This design comes from an exercise in tuning for small area, a short achievable clock period and few clock cycles per item on the open sky130 flow, not from production work. The RTL was checked by simulation tests, not by an equivalence proof against the original design. Power is estimated from default activity; no workload was simulated.

Setup of v6:
==> module gobang_move_sequencer, before the edit <==
module gobang_move_sequencer #(
   parameter int BOARD_N = 15,
   parameter int WIN_LEN = 5
) (
   input  logic                         clk,
   input  logic                         rst_n,
   input  logic                         new_game,
   input  logic                         move_valid,
   output logic                         move_ready,
   input  logic [3:0]                   move_row,
   input  logic [3:0]                   move_col,
   output logic                         result_valid,
   output logic [1:0]                   result_code,
   output logic                         winner,
   output logic                         turn,
   output logic                         game_over,
   output logic [7:0]                   move_count,
   output logic [BOARD_N*BOARD_N-1:0]   board_black,
   output logic [BOARD_N*BOARD_N-1:0]   board_white
);
   localparam int N     = BOARD_N;
   localparam int CELLS = N * N;
   localparam int W     = WIN_LEN;
   localparam int ND    = 2 * N - 1;      
   logic             result_valid_q;
   logic [1:0]       result_code_q;
   logic             winner_q;
   logic             turn_q;
   logic             over_q;
   logic [7:0]       count_q;
   logic [CELLS-1:0] black_q;
   logic [CELLS-1:0] white_q;
   logic [N-1:0]  rsel, csel;         
   logic [ND-1:0] dsel;               
   logic [ND-1:0] asel;               
   logic [3:0] rh, rl, ch, cl;
   logic [6:0] dh, dl;                
   logic [6:0] sh, sl;                
   always_comb begin
      for (int a = 0; a < 4; a++) begin
         rh[a] = (move_row[3:2] == 2'(a));
         rl[a] = (move_row[1:0] == 2'(a));
         ch[a] = (move_col[3:2] == 2'(a));
         cl[a] = (move_col[1:0] == 2'(a));
      end
      for (int i = 0; i < N; i++) begin
         rsel[i] = rh[i / 4] & rl[i % 4];
         csel[i] = ch[i / 4] & cl[i % 4];
      end
      dh = '0; dl = '0; sh = '0; sl = '0;
      for (int a = 0; a < 4; a++)
         for (int b = 0; b < 4; b++) begin
            dh[b - a + 3] = dh[b - a + 3] | (rh[a] & ch[b]);
            dl[b - a + 3] = dl[b - a + 3] | (rl[a] & cl[b]);
            sh[a + b]     = sh[a + b]     | (rh[a] & ch[b]);
            sl[a + b]     = sl[a + b]     | (rl[a] & cl[b]);
         end
      dsel = '0;
      asel = '0;
      for (int x = 0; x < 7; x++)
         for (int y = 0; y < 7; y++) begin
            if (4*x + y - 15 + N - 1 >= 0 && 4*x + y - 15 + N - 1 < ND)
               dsel[4*x + y - 15 + N - 1] = dsel[4*x + y - 15 + N - 1] | (dh[x] & dl[y]);
            if (4*x + y < ND)
               asel[4*x + y] = asel[4*x + y] | (sh[x] & sl[y]);
         end
   end
   logic [N-1:0] row_b, row_w;
   logic         occ, legal;
   always_comb begin
      row_b = '0;
      row_w = '0;
      for (int i = 0; i < N; i++)
         for (int j = 0; j < N; j++) begin
            row_b[j] = row_b[j] | (rsel[i] & black_q[i*N + j]);
            row_w[j] = row_w[j] | (rsel[i] & white_q[i*N + j]);
         end
      occ   = |(csel & (row_b | row_w));
      legal = (|rsel) && (|csel) && !occ;
   end
   logic [CELLS-1:0] mine;
   logic [N-1:0]     line_h, line_v, line_d, line_a;
   logic [N-1:0]     new_h, new_v, new_d, new_a;
   logic             win_h, win_v, win_d, win_a, win;
   always_comb begin
      mine   = turn_q ? white_q : black_q;
      line_h = turn_q ? row_w : row_b;
      line_v = '0;
      line_d = '0;
      line_a = '0;
      for (int i = 0; i < N; i++)
         for (int j = 0; j < N; j++) begin
            line_v[i] = line_v[i] | (csel[j] & mine[i*N + j]);
            if (j - i >= -(N - W) && j - i <= N - W)
               line_d[i] = line_d[i] | (dsel[j - i + N - 1] & mine[i*N + j]);
            if (i + j >= W - 1 && i + j <= 2*N - 1 - W)
               line_a[i] = line_a[i] | (asel[i + j] & mine[i*N + j]);
         end
      new_h = line_h | csel;
      new_v = line_v | rsel;
      new_d = line_d | rsel;
      new_a = line_a | rsel;
      win_h = 1'b0;
      win_v = 1'b0;
      win_d = 1'b0;
      win_a = 1'b0;
      for (int k = 0; k + W <= N; k++) begin
         win_h = win_h | (&new_h[k +: W]);
         win_v = win_v | (&new_v[k +: W]);
         win_d = win_d | (&new_d[k +: W]);
         win_a = win_a | (&new_a[k +: W]);
      end
      win = win_h | win_v | win_d | win_a;
   end
   logic take, place;
   logic [N-1:0] cb, cw;              
   assign move_ready = !over_q;
   assign take       = move_valid && !over_q && !new_game;
   assign place      = take && legal;
   assign cb         = csel & {N{place && !turn_q}};
   assign cw         = csel & {N{place &&  turn_q}};
   always_ff @(posedge clk or negedge rst_n) begin
      if (!rst_n) begin
         result_valid_q <= 1'b0;
         result_code_q  <= 2'd0;
         winner_q       <= 1'b0;
         turn_q         <= 1'b0;
         over_q         <= 1'b0;
         count_q        <= 8'd0;
      end else if (new_game) begin
         result_valid_q <= 1'b0;
         result_code_q  <= 2'd0;
         winner_q       <= 1'b0;
         turn_q         <= 1'b0;
         over_q         <= 1'b0;
         count_q        <= 8'd0;
      end else begin
         result_valid_q <= take;
         if (take) begin
            if (!legal) begin
               result_code_q <= 2'd3;
            end else begin
               count_q <= count_q + 8'd1;
               if (win) begin
                  result_code_q <= 2'd1;
                  winner_q      <= turn_q;
                  over_q        <= 1'b1;
               end else if (count_q == 8'(CELLS - 1)) begin
                  result_code_q <= 2'd2;
                  over_q        <= 1'b1;
               end else begin
                  result_code_q <= 2'd0;
                  turn_q        <= !turn_q;
               end
            end
         end
      end
   end
   always_ff @(posedge clk or negedge rst_n) begin
      if (!rst_n) begin
         black_q <= '0;
         white_q <= '0;
      end else begin
         for (int i = 0; i < N; i++)
            for (int j = 0; j < N; j++) begin
               black_q[i*N + j] <= (black_q[i*N + j] && !new_game) || (rsel[i] && cb[j]);
               white_q[i*N + j] <= (white_q[i*N + j] && !new_game) || (rsel[i] && cw[j]);
            end
      end
   end
   assign result_valid = result_valid_q;
   assign result_code  = result_code_q;
   assign winner       = winner_q;
   assign turn         = turn_q;
   assign game_over    = over_q;
   assign move_count   = count_q;
   assign board_black  = black_q;
   assign board_white  = white_q;
endmodule
Settings: LEC_CHECK=0, ABC_AREA=1, CAP_MARGIN=30, CORE_MARGIN=2, CORE_UTILIZATION=35, PLACE_DENSITY=0.5, SLEW_MARGIN=30; clock period 12.0 ns.
standard.sh (not shown) runs the stock make flow with config.mk's settings and CLKGATE_MAP_FILE= SYNTH_SCRIPT=/design/flow/synth_recipe.tcl, a recipe that flattens the netlist after the stock synthesis.
==> flow/flow/run.sh <==
#!/bin/bash
# Standard ORFS layout, with the port buffers made from the smallest buffer cell
# and timing repair aiming 7 ns below the clock period.
set -euo pipefail
export BUFFER_PORTS_ARGS="-buffer_cell sky130_fd_sc_hd__buf_1"
export SETUP_SLACK_MARGIN=7
bash standard.sh > flow.log 2>&1
Testbench counts of v6, summed over its fixed seeds: cycles 5,179, moves 5,091.
What v7 does differently from v6 at the input level:
--- a/flow/design.v
+++ b/flow/design.v
@@ -114,14 +114,14 @@
    end
    logic take, place;
    logic [N-1:0] cb, cw;              
    assign move_ready = !over_q;
    assign take       = move_valid && !over_q && !new_game;
    assign place      = take && legal;
-   assign cb         = csel & {N{place && !turn_q}};
-   assign cw         = csel & {N{place &&  turn_q}};
+   assign cb         = csel & {N{take && !turn_q}};
+   assign cw         = csel & {N{take &&  turn_q}};
    always_ff @(posedge clk or negedge rst_n) begin
       if (!rst_n) begin
          result_valid_q <= 1'b0;
          result_code_q  <= 2'd0;
          winner_q       <= 1'b0;
          turn_q         <= 1'b0;
@@ -160,14 +160,14 @@
       if (!rst_n) begin
          black_q <= '0;
          white_q <= '0;
       end else begin
          for (int i = 0; i < N; i++)
             for (int j = 0; j < N; j++) begin
-               black_q[i*N + j] <= (black_q[i*N + j] && !new_game) || (rsel[i] && cb[j]);
-               white_q[i*N + j] <= (white_q[i*N + j] && !new_game) || (rsel[i] && cw[j]);
+               black_q[i*N + j] <= (black_q[i*N + j] && !new_game) || (rsel[i] && cb[j] && !white_q[i*N + j]);
+               white_q[i*N + j] <= (white_q[i*N + j] && !new_game) || (rsel[i] && cw[j] && !black_q[i*N + j]);
             end
       end
    end
    assign result_valid = result_valid_q;
    assign result_code  = result_code_q;
    assign winner       = winner_q;
==> notes.md <==
Number of fill cells in the layout in v7 is about 3.5% above v6. Re shortest clock period the worst path allows after layout: v7 is 0.14 ns down on v6. v6 reports its startpoint of the worst setup timing path as move_row[3] while v7 reports move_row[1]. Relative to v6, global-route usage decreased by 1.8 points in v7. v6 → v7: tap cell count rose by 74, area after synthesis rose by 3.8%, final standard cell area without fillers fell by 3.0%. The higher flop-to-flop setup slack came out of v6. Diff v6 -> v7: total power after layout shows a reduction of about 0.7%, filler-free cell count of the finished design shows a reduction of about 1.4%, post-route clock period utilization shows a reduction of 1.2 points.
Testbench counts of v7, summed over its fixed seeds: cycles 5,179, moves 5,091.

-- afterwards: timing with drivers on the ports --
The results above use ideal ports. As a check the final layouts listed here were re-extracted and re-timed, cells and wires unchanged. Step 1: set_driving_cell puts a clkbuf_16 on clk and a buf_2 on each other input, an assumption about the parent block. Step 2 times the ports against the registers' clock, not the clock port: input delays grow and output delays shrink by t, the midpoint of the rising clock arrivals with the driver on. Slacks: ideal / step 1 / step 2; pairs: ideal / step 1.
| run | t, ns | setup WS [ns] | worst setup path at the end | worst register clock-pin slew, ns | cell pins on the clock port's net |
|---|---|---|---|---|---|
| v6 | 0.721 | 6.797 / 6.620 / 5.899 | input to register | 0.08 / 0.08 | 1 |
| v7 | 0.738 | 6.941 / 6.992 / 6.254 | input to register | 0.08 / 0.08 | 1 |
After both steps every run listed still meets setup and hold. The setup slack of v6, which loses most, moves by -0.177 ns with the drivers and by -0.898 ns with both steps.
